This design comes from an exercise in tuning for small area, a short achievable clock period and few clock cycles on the open sky130 flow, not from production work.
Only simulation tests tie the RTL to the original design; equivalence was not proved.
No activity file was given, so power comes from the tool's default toggle rates.

===== flow/design.v =====
`timescale 1ns/1ns
package rv_pkg;
    parameter int XLEN = 32;
    typedef logic [XLEN-1:0] word_t;
    typedef logic [4:0] reg_addr_t;
    typedef enum logic [3:0] {
        ALU_ADD  = 4'd0,
        ALU_SUB  = 4'd1,
        ALU_AND  = 4'd2,
        ALU_OR   = 4'd3,
        ALU_XOR  = 4'd4,
        ALU_SLT  = 4'd5,
        ALU_SLTU = 4'd6,
        ALU_SLL  = 4'd7,
        ALU_SRL  = 4'd8,
        ALU_SRA  = 4'd9
    } alu_op_e;
    typedef enum logic [1:0] {
        FWD_NONE = 2'd0,
        FWD_MEM  = 2'd1,
        FWD_WB   = 2'd2
    } fwd_sel_e;
    parameter logic [6:0] OPC_OP     = 7'b0110011;
    parameter logic [6:0] OPC_OP_IMM = 7'b0010011;
    parameter logic [6:0] OPC_LOAD   = 7'b0000011;
    parameter logic [6:0] OPC_STORE  = 7'b0100011;
endpackage
`timescale 1ns/1ns
module fetch_stage #(
    parameter rv_pkg::word_t RESET_PC = 32'h0000_0000
) (
    input  logic          clk,
    input  logic          rst_n,
    input  logic          stall,
    output rv_pkg::word_t imem_addr,
    input  rv_pkg::word_t imem_data,
    output rv_pkg::word_t instr_id
);
    localparam rv_pkg::word_t NOP = 32'h0000_0013;
    rv_pkg::word_t pc;
    assign imem_addr = pc;
    always_ff @(posedge clk or negedge rst_n) begin
        if (!rst_n) begin
            pc       <= RESET_PC;
            instr_id <= NOP;
        end else if (!stall) begin
            pc       <= pc + 32'd4;
            instr_id <= imem_data;
        end
    end
endmodule
`timescale 1ns/1ns
module decode_stage (
    input  rv_pkg::word_t     instr_id,
    output rv_pkg::reg_addr_t rs1_addr,
    output rv_pkg::reg_addr_t rs2_addr,
    input  rv_pkg::word_t     rs1_data,
    input  rv_pkg::word_t     rs2_data,
    output rv_pkg::word_t     op_a_id,
    output rv_pkg::word_t     op_b_id,
    input  rv_pkg::reg_addr_t rd_ex,
    input  logic              mem_read_ex,
    output logic              stall,
    output rv_pkg::reg_addr_t rd_id,
    output rv_pkg::word_t     imm_id,
    output rv_pkg::alu_op_e   alu_op_id,
    output logic              alu_src_id,
    output logic              reg_write_id,
    output logic              mem_read_id,
    output logic              mem_write_id,
    output logic              mem_to_reg_id
);
    logic [6:0] opcode;
    logic [2:0] funct3;
    logic       bit30;
    assign opcode = instr_id[6:0];
    assign funct3 = instr_id[14:12];
    assign bit30  = instr_id[30];
    assign op_a_id = rs1_data;
    assign op_b_id = rs2_data;
    always_comb begin
        rs1_addr      = '0;
        rs2_addr      = '0;
        rd_id         = '0;
        imm_id        = {{20{instr_id[31]}}, instr_id[31:20]};
        alu_op_id     = rv_pkg::ALU_ADD;
        alu_src_id    = 1'b0;
        reg_write_id  = 1'b0;
        mem_read_id   = 1'b0;
        mem_write_id  = 1'b0;
        mem_to_reg_id = 1'b0;
        case (opcode)
            rv_pkg::OPC_OP, rv_pkg::OPC_OP_IMM: begin
                rs1_addr     = instr_id[19:15];
                rd_id        = instr_id[11:7];
                reg_write_id = 1'b1;
                rs2_addr     = (opcode == rv_pkg::OPC_OP) ? instr_id[24:20] : '0;
                alu_src_id   = (opcode == rv_pkg::OPC_OP_IMM);
                case (funct3)
                    3'b000: alu_op_id = (opcode == rv_pkg::OPC_OP && bit30) ? rv_pkg::ALU_SUB : rv_pkg::ALU_ADD;
                    3'b001: alu_op_id = rv_pkg::ALU_SLL;
                    3'b010: alu_op_id = rv_pkg::ALU_SLT;
                    3'b011: alu_op_id = rv_pkg::ALU_SLTU;
                    3'b100: alu_op_id = rv_pkg::ALU_XOR;
                    3'b101: alu_op_id = bit30 ? rv_pkg::ALU_SRA : rv_pkg::ALU_SRL;
                    3'b110: alu_op_id = rv_pkg::ALU_OR;
                    default: alu_op_id = rv_pkg::ALU_AND;
                endcase
            end
            rv_pkg::OPC_LOAD: begin
                rs1_addr      = instr_id[19:15];
                rd_id         = instr_id[11:7];
                alu_src_id    = 1'b1;
                reg_write_id  = 1'b1;
                mem_read_id   = 1'b1;
                mem_to_reg_id = 1'b1;
            end
            rv_pkg::OPC_STORE: begin
                rs1_addr     = instr_id[19:15];
                rs2_addr     = instr_id[24:20];
                imm_id       = {{20{instr_id[31]}}, instr_id[31:25], instr_id[11:7]};
                alu_src_id   = 1'b1;
                mem_write_id = 1'b1;
            end
            default: ;
        endcase
    end
    assign stall = mem_read_ex && (rd_ex != '0) &&
                   ((rd_ex == rs1_addr) || (rd_ex == rs2_addr));
endmodule
`timescale 1ns/1ns
module register_file (
    input  logic              clk,
    input  logic              rst_n,
    input  rv_pkg::reg_addr_t rs1_addr,
    input  rv_pkg::reg_addr_t rs2_addr,
    output rv_pkg::word_t     rs1_data,
    output rv_pkg::word_t     rs2_data,
    input  rv_pkg::reg_addr_t rd_wb,
    input  rv_pkg::word_t     wb_data,
    input  logic              reg_write_wb
);
    rv_pkg::word_t regs [32];
    logic  wr_en;
    assign wr_en = reg_write_wb && (rd_wb != '0);
    always_ff @(posedge clk or negedge rst_n) begin
        if (!rst_n) begin
            for (int i = 0; i < 32; i++) begin
                regs[i] <= '0;
            end
        end else if (wr_en) begin
            regs[rd_wb] <= wb_data;
        end
    end
    assign rs1_data = (wr_en && rd_wb == rs1_addr) ? wb_data : regs[rs1_addr];
    assign rs2_data = (wr_en && rd_wb == rs2_addr) ? wb_data : regs[rs2_addr];
endmodule
`timescale 1ns/1ns
module execute_stage (
    input  logic              clk,
    input  logic              rst_n,
    input  logic              stall,
    input  rv_pkg::reg_addr_t rs1_addr,
    input  rv_pkg::reg_addr_t rs2_addr,
    input  rv_pkg::word_t     rs1_data,
    input  rv_pkg::word_t     rs2_data,
    input  rv_pkg::reg_addr_t rd_id,
    input  rv_pkg::word_t     imm_id,
    input  rv_pkg::alu_op_e   alu_op_id,
    input  logic              alu_src_id,
    input  logic              reg_write_id,
    input  logic              mem_read_id,
    input  logic              mem_write_id,
    input  logic              mem_to_reg_id,
    output rv_pkg::reg_addr_t rd_ex,
    output logic              mem_read_ex,
    input  rv_pkg::word_t     wb_data,
    input  rv_pkg::reg_addr_t rd_wb,
    input  logic              reg_write_wb,
    output rv_pkg::word_t     dmem_addr,
    output rv_pkg::word_t     dmem_wdata,
    output logic              dmem_we,
    output logic              dmem_re,
    output rv_pkg::word_t     alu_result_mem,
    output rv_pkg::reg_addr_t rd_mem,
    output logic              reg_write_mem,
    output logic              mem_to_reg_mem
);
    rv_pkg::reg_addr_t rs1_ex;
    rv_pkg::reg_addr_t rs2_ex;
    rv_pkg::word_t     a_ex;
    rv_pkg::word_t     b_ex;
    rv_pkg::word_t     imm_ex;
    rv_pkg::alu_op_e   alu_op_ex;
    logic      alu_src_ex;
    logic      reg_write_ex;
    logic      mem_write_ex;
    logic      mem_to_reg_ex;
    logic [1:0] fwd_a;
    logic [1:0] fwd_b;
    rv_pkg::word_t     opa;
    rv_pkg::word_t     store_data;
    rv_pkg::word_t     opb;
    rv_pkg::word_t     alu_result;
    function automatic logic [1:0] pick_fwd(input logic [4:0] rs);
        if (reg_write_mem && rd_mem != '0 && rd_mem == rs) begin
            pick_fwd = rv_pkg::FWD_MEM;
        end else if (reg_write_wb && rd_wb != '0 && rd_wb == rs) begin
            pick_fwd = rv_pkg::FWD_WB;
        end else begin
            pick_fwd = rv_pkg::FWD_NONE;
        end
    endfunction
    function automatic logic [31:0] fwd_mux(input logic [1:0] sel, input logic [31:0] reg_val);
        case (sel)
            rv_pkg::FWD_MEM: fwd_mux = alu_result_mem;
            rv_pkg::FWD_WB:  fwd_mux = wb_data;
            default: fwd_mux = reg_val;
        endcase
    endfunction
    always_ff @(posedge clk or negedge rst_n) begin
        if (!rst_n) begin
            rd_ex         <= '0;
            reg_write_ex  <= 1'b0;
            mem_read_ex   <= 1'b0;
            mem_write_ex  <= 1'b0;
            mem_to_reg_ex <= 1'b0;
        end else if (stall) begin
            rd_ex         <= '0;
            reg_write_ex  <= 1'b0;
            mem_read_ex   <= 1'b0;
            mem_write_ex  <= 1'b0;
            mem_to_reg_ex <= 1'b0;
        end else begin
            rd_ex         <= rd_id;
            reg_write_ex  <= reg_write_id;
            mem_read_ex   <= mem_read_id;
            mem_write_ex  <= mem_write_id;
            mem_to_reg_ex <= mem_to_reg_id;
        end
    end
    always_ff @(posedge clk) begin
        rs1_ex     <= rs1_addr;
        rs2_ex     <= rs2_addr;
        a_ex       <= rs1_data;
        b_ex       <= rs2_data;
        imm_ex     <= imm_id;
        alu_op_ex  <= alu_op_id;
        alu_src_ex <= alu_src_id;
    end
    always_comb begin
        fwd_a      = pick_fwd(rs1_ex);
        fwd_b      = pick_fwd(rs2_ex);
        opa        = fwd_mux(fwd_a, a_ex);
        store_data = fwd_mux(fwd_b, b_ex);
        opb        = alu_src_ex ? imm_ex : store_data;
    end
    always_comb begin
        case (alu_op_ex)
            rv_pkg::ALU_SUB:  alu_result = opa - opb;
            rv_pkg::ALU_AND:  alu_result = opa & opb;
            rv_pkg::ALU_OR:   alu_result = opa | opb;
            rv_pkg::ALU_XOR:  alu_result = opa ^ opb;
            rv_pkg::ALU_SLT:  alu_result = {31'd0, $signed(opa) < $signed(opb)};
            rv_pkg::ALU_SLTU: alu_result = {31'd0, opa < opb};
            rv_pkg::ALU_SLL:  alu_result = opa << opb[4:0];
            rv_pkg::ALU_SRL:  alu_result = opa >> opb[4:0];
            rv_pkg::ALU_SRA:  alu_result = rv_pkg::word_t'($signed(opa) >>> opb[4:0]);
            default:  alu_result = opa + opb;
        endcase
    end
    always_ff @(posedge clk or negedge rst_n) begin
        if (!rst_n) begin
            rd_mem         <= '0;
            reg_write_mem  <= 1'b0;
            mem_to_reg_mem <= 1'b0;
            dmem_we        <= 1'b0;
            dmem_re        <= 1'b0;
        end else begin
            rd_mem         <= rd_ex;
            reg_write_mem  <= reg_write_ex;
            mem_to_reg_mem <= mem_to_reg_ex;
            dmem_we        <= mem_write_ex;
            dmem_re        <= mem_read_ex;
        end
    end
    always_ff @(posedge clk) begin
        alu_result_mem <= alu_result;
        dmem_wdata     <= store_data;
    end
    assign dmem_addr = alu_result_mem;
endmodule
`timescale 1ns/1ns
module writeback_stage (
    input  logic              clk,
    input  logic              rst_n,
    input  rv_pkg::word_t     alu_result_mem,
    input  rv_pkg::word_t     dmem_rdata,
    input  rv_pkg::reg_addr_t rd_mem,
    input  logic              reg_write_mem,
    input  logic              mem_to_reg_mem,
    output rv_pkg::reg_addr_t rd_wb,
    output logic              reg_write_wb,
    output rv_pkg::word_t     wb_data
);
    rv_pkg::word_t alu_result_wb;
    rv_pkg::word_t load_data_wb;
    logic  mem_to_reg_wb;
    always_ff @(posedge clk or negedge rst_n) begin
        if (!rst_n) begin
            rd_wb         <= '0;
            reg_write_wb  <= 1'b0;
            mem_to_reg_wb <= 1'b0;
        end else begin
            rd_wb         <= rd_mem;
            reg_write_wb  <= reg_write_mem;
            mem_to_reg_wb <= mem_to_reg_mem;
        end
    end
    always_ff @(posedge clk) begin
        alu_result_wb <= alu_result_mem;
        load_data_wb  <= dmem_rdata;
    end
    assign wb_data = mem_to_reg_wb ? load_data_wb : alu_result_wb;
endmodule
`timescale 1ns/1ns
module cpu_top #(
    parameter rv_pkg::word_t RESET_PC = 32'h0000_0000
) (
    input  logic          clk,
    input  logic          rst_n,
    output rv_pkg::word_t imem_addr,
    input  rv_pkg::word_t imem_data,
    output rv_pkg::word_t dmem_addr,
    output rv_pkg::word_t dmem_wdata,
    input  rv_pkg::word_t dmem_rdata,
    output logic          dmem_we,
    output logic          dmem_re
);
    rv_pkg::word_t     instr_id;
    logic      stall;
    rv_pkg::reg_addr_t rs1_addr;
    rv_pkg::reg_addr_t rs2_addr;
    rv_pkg::word_t     rs1_data;
    rv_pkg::word_t     rs2_data;
    rv_pkg::word_t     op_a_id;
    rv_pkg::word_t     op_b_id;
    rv_pkg::reg_addr_t rd_id;
    rv_pkg::word_t     imm_id;
    rv_pkg::alu_op_e   alu_op_id;
    logic      alu_src_id;
    logic      reg_write_id;
    logic      mem_read_id;
    logic      mem_write_id;
    logic      mem_to_reg_id;
    rv_pkg::reg_addr_t rd_ex;
    logic      mem_read_ex;
    rv_pkg::word_t     alu_result_mem;
    rv_pkg::reg_addr_t rd_mem;
    logic      reg_write_mem;
    logic      mem_to_reg_mem;
    rv_pkg::word_t     wb_data;
    rv_pkg::reg_addr_t rd_wb;
    logic      reg_write_wb;
    fetch_stage #(
        .RESET_PC (RESET_PC)
    ) u_fetch (
        .clk       (clk),
        .rst_n     (rst_n),
        .stall     (stall),
        .imem_addr (imem_addr),
        .imem_data (imem_data),
        .instr_id  (instr_id)
    );
    decode_stage u_decode (
        .instr_id      (instr_id),
        .rs1_addr      (rs1_addr),
        .rs2_addr      (rs2_addr),
        .rs1_data      (rs1_data),
        .rs2_data      (rs2_data),
        .op_a_id       (op_a_id),
        .op_b_id       (op_b_id),
        .rd_ex         (rd_ex),
        .mem_read_ex   (mem_read_ex),
        .stall         (stall),
        .rd_id         (rd_id),
        .imm_id        (imm_id),
        .alu_op_id     (alu_op_id),
        .alu_src_id    (alu_src_id),
        .reg_write_id  (reg_write_id),
        .mem_read_id   (mem_read_id),
        .mem_write_id  (mem_write_id),
        .mem_to_reg_id (mem_to_reg_id)
    );
    register_file u_regs (
        .clk          (clk),
        .rst_n        (rst_n),
        .rs1_addr     (rs1_addr),
        .rs2_addr     (rs2_addr),
        .rs1_data     (rs1_data),
        .rs2_data     (rs2_data),
        .rd_wb        (rd_wb),
        .wb_data      (wb_data),
        .reg_write_wb (reg_write_wb)
    );
    execute_stage u_execute (
        .clk            (clk),
        .rst_n          (rst_n),
        .stall          (stall),
        .rs1_addr       (rs1_addr),
        .rs2_addr       (rs2_addr),
        .rs1_data       (op_a_id),
        .rs2_data       (op_b_id),
        .rd_id          (rd_id),
        .imm_id         (imm_id),
        .alu_op_id      (alu_op_id),
        .alu_src_id     (alu_src_id),
        .reg_write_id   (reg_write_id),
        .mem_read_id    (mem_read_id),
        .mem_write_id   (mem_write_id),
        .mem_to_reg_id  (mem_to_reg_id),
        .rd_ex          (rd_ex),
        .mem_read_ex    (mem_read_ex),
        .wb_data        (wb_data),
        .rd_wb          (rd_wb),
        .reg_write_wb   (reg_write_wb),
        .dmem_addr      (dmem_addr),
        .dmem_wdata     (dmem_wdata),
        .dmem_we        (dmem_we),
        .dmem_re        (dmem_re),
        .alu_result_mem (alu_result_mem),
        .rd_mem         (rd_mem),
        .reg_write_mem  (reg_write_mem),
        .mem_to_reg_mem (mem_to_reg_mem)
    );
    writeback_stage u_writeback (
        .clk            (clk),
        .rst_n          (rst_n),
        .alu_result_mem (alu_result_mem),
        .dmem_rdata     (dmem_rdata),
        .rd_mem         (rd_mem),
        .reg_write_mem  (reg_write_mem),
        .mem_to_reg_mem (mem_to_reg_mem),
        .rd_wb          (rd_wb),
        .reg_write_wb   (reg_write_wb),
        .wb_data        (wb_data)
    );
endmodule

===== flow/run.sh =====
#!/bin/bash
# synth_recipe.tcl (not shown) runs the flow's synth.tcl, then flattens the netlist and writes it again
# the make line also repeats each setting of config.mk as NAME=value (left out here)
make -C /OpenROAD-flow-scripts/flow DESIGN_CONFIG=/design/flow/config.mk WORK_HOME=/design/flow/orfs CLKGATE_MAP_FILE= SYNTH_SCRIPT=/design/flow/synth_recipe.tcl finish

===== flow/config.mk =====
export PLATFORM = sky130hd
export DESIGN_NAME = cpu_top
export DESIGN_NICKNAME = cpu_top
export VERILOG_FILES = /design/flow/design.v
export SDC_FILE = /design/flow/constraint.sdc
export NUM_CORES = 4
export LEC_CHECK = 0
export CAP_MARGIN = 20
export CORE_MARGIN = 2
export CORE_UTILIZATION = 40
export SLEW_MARGIN = 20

===== flow/constraint.sdc =====
create_clock -name core_clock -period 7.0 [get_ports {clk}]
set_input_delay 1.4000 -clock core_clock [delete_from_list [all_inputs] [get_ports {clk}]]
set_output_delay 1.4000 -clock core_clock [all_outputs]
set_load 0.01 [all_outputs]

==> results.txt <==
sequential cells by signal, indices dropped and copies added, names as in the netlist, 12 cells and up:
signal and count:
u_execute.a_ex 32, u_execute.alu_result_mem 32, u_execute.b_ex 32, u_execute.dmem_wdata 32, u_execute.imm_ex 12, u_fetch.instr_id 32
u_fetch.pc 30, u_regs.regs 1024, u_writeback.alu_result_wb 32, u_writeback.load_data_wb 32
Yosys cell counts, drive strengths merged, types with 16 or more instances:
master,number
a211oi,45
a21o,16
a21oi,777
a221oi,186
a222oi,28
a22o,126
a22oi,598
a31oi,18
and2,16
and3,28
buf,77
clkbuf,624
dfrtp,1106
dfxtp,219
ha,98
inv,103
mux2,57
mux2i,190
nand2,671
nand2b,28
nand3,64
nand4,250
nor2,824
nor2b,22
nor3,85
nor4,20
o211ai,54
o21a,18
o21ai,592
o21bai,16
o221a,18
o221ai,32
o22ai,48
o31ai,17
or3,19
xnor2,56
xor2,24
worst max-delay path by stage:
stage,start,endpoint,depth (start not counted)
after floorplan,u_writeback.rd_wb[4],u_execute.alu_result_mem[29],22
after detailed placement,u_writeback.rd_wb[0],u_execute.alu_result_mem[31],20
after global placement,u_writeback.rd_wb[0],u_execute.alu_result_mem[29],19
after CTS,u_writeback.rd_wb[0],u_execute.alu_result_mem[29],19
after global routing,u_execute.rd_mem[0],u_execute.alu_result_mem[29],16
final,u_execute.rd_mem[0],u_execute.alu_result_mem[29],19
stage by stage:
stage / worst slack (ns) / util [%] / instance area [µm²] / power, µW / hold WS [ns]
2_1_floorplan: 1.265 / - / 66700 / 8357 / 0.3312
3_3_place_gp: 0.6336 / 43.46 / 71870 / 8901 / 0.3372
3_5_place_dp: 0.4622 / 43.46 / 71870 / 8901 / 0.3503
4_1_cts: 0.4213 / 46.35 / 76650 / 16700 / 0.3664
5_1_grt: 0.04627 / 46.45 / 76800 / 17080 / 0.3784
6_report: 0.5457 / 46.46 / 76830 / 16710 / 0.3677
placed cells by master (no fill, tap or decap), types with 18 or more instances in the layout:
cell type	count
a211oi_1	43
a21oi_1	774
a221oi_1	186
a222oi_1	28
a22o_1	126
a22oi_1	598
a31oi_1	18
and3_1	24
buf_12	35
buf_4	243
clkbuf_1	41
clkbuf_16	150
clkbuf_8	24
clkdlybuf4s50_1	160
dfrtp_1	1105
dfxtp_1	219
ha_1	98
inv_1	101
mux2_2	57
mux2i_1	156
mux2i_4	31
nand2_1	656
nand2b_1	27
nand3_1	63
nand4_1	250
nor2_1	765
nor2_4	59
nor2b_1	21
nor3_1	65
nor3_2	19
o211ai_1	54
o21a_1	18
o21ai_0	587
o221a_2	18
o221ai_1	31
o22ai_1	48
xnor2_1	56
xor2_1	24
critical path: cells and delay by family (launching register included):
kind	cells	cell delay (ns)
multiplexers	1	0.17
AND/OR/NAND/NOR	4	1.65
AO/OA/AOI/OAI	10	2.98
adder cells (fa/ha/maj)	1	0.50
XOR/XNOR	1	0.17
flip-flops	1	0.44
buffers and inverters	2	0.42
cells by family after synthesis:
kind of cell | count (synthesis)
compound gates | 2694
xor+xnor | 80
fa+ha+maj | 100
buf+inv | 807
flops | 1328
mux | 256
other cells | 1
simple gates | 2074
report_power, final:
| group | internal [µW] | switching [µW] | total (µW) |
|---|---|---|---|
| Sequential | 7730 | 114 | 7850 |
| Combinational | 303 | 639 | 942 |
| Clock | 4490 | 3440 | 7920 |
cell type report:
cell class              instances  area (µm²)
diodes                         16       40.04
clock buffers                 215        4238
clock inverters                47       546.8
fillers                     15690       88530
inverters                     106       401.6
multi-input cells            5206       32490
flip-flops and latches       1328       32140
well taps                    2189        2739
repair buffers                443        4229
metal layers:
layer | routed length [µm] | up-vias | share of wire, %
met3 | 45950 | 1732 | 13
met1 | 123200 | 32060 | 36
met2 | 143600 | 5536 | 42
li1 | - | 26760 | -
met4 | 31710 | 18 | 9.2
met5 | 144 | - | 0.042
repair_timing:
action | CTS | global route
setup endpoints to repair | 0 | 2
resized for setup | 0 | 2
setup buffers | 0 | 0
==> results.txt <==
CP max-delay cell a221oi_1; #FFs+latches synth 1328; Total Routed Length 344.6 mm; mux share of post-synthesis cell area 4.124%; Pleak 0.03218 µW; adder-cell share of the synthesized area 1.899%; CTS tree built; YS warnings 6; Cell Count, Final, Fillers Out 9550; HP Start u_fetch.instr_id[28]; met2 GRT Util 57.01%; Setup Total Neg Slack 0 ns; Area growth, synth to finish 15.20%; DR pass1 iterations 9; Worst Path Arrival 7.16 ns; Max clock buf depth 3; fin crit share 92.20%; Final Net Count 7395; complex-gate fraction of the synthesized area 26.25%; Post-Synth XOR/XNOR Area 1.051%; H-Tree Depth 4; total track usage 39.56%; # DRC 0; slowest stage delay, CP 0.66 ns; hold path cells 0; met1 usage 47.75%; critical path launch point type register; Die H 412.3 µm; synth top area cells dfrtp_1 41%, a22oi_1 6.7%, dfxtp_1 6.6%; Site Rows 149; worst skew pair latency 0.83 ns; RR Startpoint u_execute.rd_mem[0]; largest family of logic cells by synthesized area compound AO/OA/AOI/OAI gates; crit path cell chain xor2_1, nor3_1, and3_2, buf_12, nand2_1, o21ai_0, mux2i_1, ha_1, inv_1, a21oi_1, a211oi_1, a211oi_1, a31oi_1, a221o_1, a221oi_1, o21bai_1, a2111oi_0, a211oi_1, or4_1; clk_skew 0.03071 ns; FFs w/ async S/R, synth 83.51%; RSZ-0062 raised after global routing false; Syn Std Cell Area 66690 µm²; Num CTS Buffers 144; Setup-failing EPs final 0; clk slew on worst S/H paths 0.07 ns; initial antenna violation count 22; first-iteration detailed-routing DRC count 11940; maxcap violations 0; Final Hold Vio Count 0; DPL Wire Length 217.6 mm; Setup Crit Path Kind reg -> reg; Synth top area share 41.50%; global-route wire length before repair 479.2 mm; outcome no timing/DRC/antenna violations; die area 170000 µm²; Tightest Pin Transition 1.281 ns; Via density 6.923; Post-Synth Simple-Gate Area 13.74%; IO Pins 164; met3 Usage GRT 15.20%; largest net degree at the start of global routing 177; hold endpoint u_execute.imm_ex[8]; hold-fix buffers at CTS 0; most frequent CP cell a211oi_1; post-route ant nets 0; Cells after Synth 7340; EDFF count, synth 0; Synth cell types 97; Root Driver clkbuf_16; drt wl/cell 36.08 µm; Crit. End Element register; syn avg cell area 9.086 µm²; Die Span X 412.3 µm; CP max FO 54; relative slew slack 14.58%; Placed Cells 9266; Core Region 165400 µm²; Worst Path Required 7.71 ns; vias in the first global route 62010; clock sinks 1328; worst hold-check path type reg -> reg; peak supply drop 279.3 µV; GP Congestion 1.011; RR Endpoint u_execute.alu_result_mem[29]; port bufs 161; PD cells 217.5 nW/µm²; Initial Util 40.33%; leading area contributor after synthesis dfrtp_1; Reg2Reg Depth 19; fmax 154.9 MHz; Max Slew Vio Count 0; gr ovfl total 0; DR vias 66110; register area share after synthesis 48.19%; flop2flop setup slack 0.55 ns; Final min period 6.454 ns; Top FF cell, synth dfrtp_1; layout cell share with drive strength beyond 1 10.50%; Most Crowded Layer GR met2
Testbench counts, summed over its fixed seeds: cycles 5,322.

[port drivers added, routing unchanged]
The results above use ideal ports. As a check the final layout listed here was re-extracted and re-timed, cells and wires unchanged.
Step 1, drivers: a clkbuf_16 drives clk and a buf_2 each remaining input, both assumed.
Step 2 times the ports against the registers' clock, not the clock port: input delays grow and output delays shrink by t, the midpoint of the rising clock arrivals with the driver on.
a / b / c = ideal ports / drivers / drivers and shift; a / b = the first two.
t, ns: 0.905
setup WS [ns]: 0.546 / 0.546 / 0.546
hold slack, ns: 0.368 / 0.368 / 0.368
worst register clock-pin slew, ns: 0.07 / 0.07
After both steps setup and hold are still met in this run. For this run, drivers alone change the setup slack by 0.000 ns; drivers and shift together by 0.000 ns.
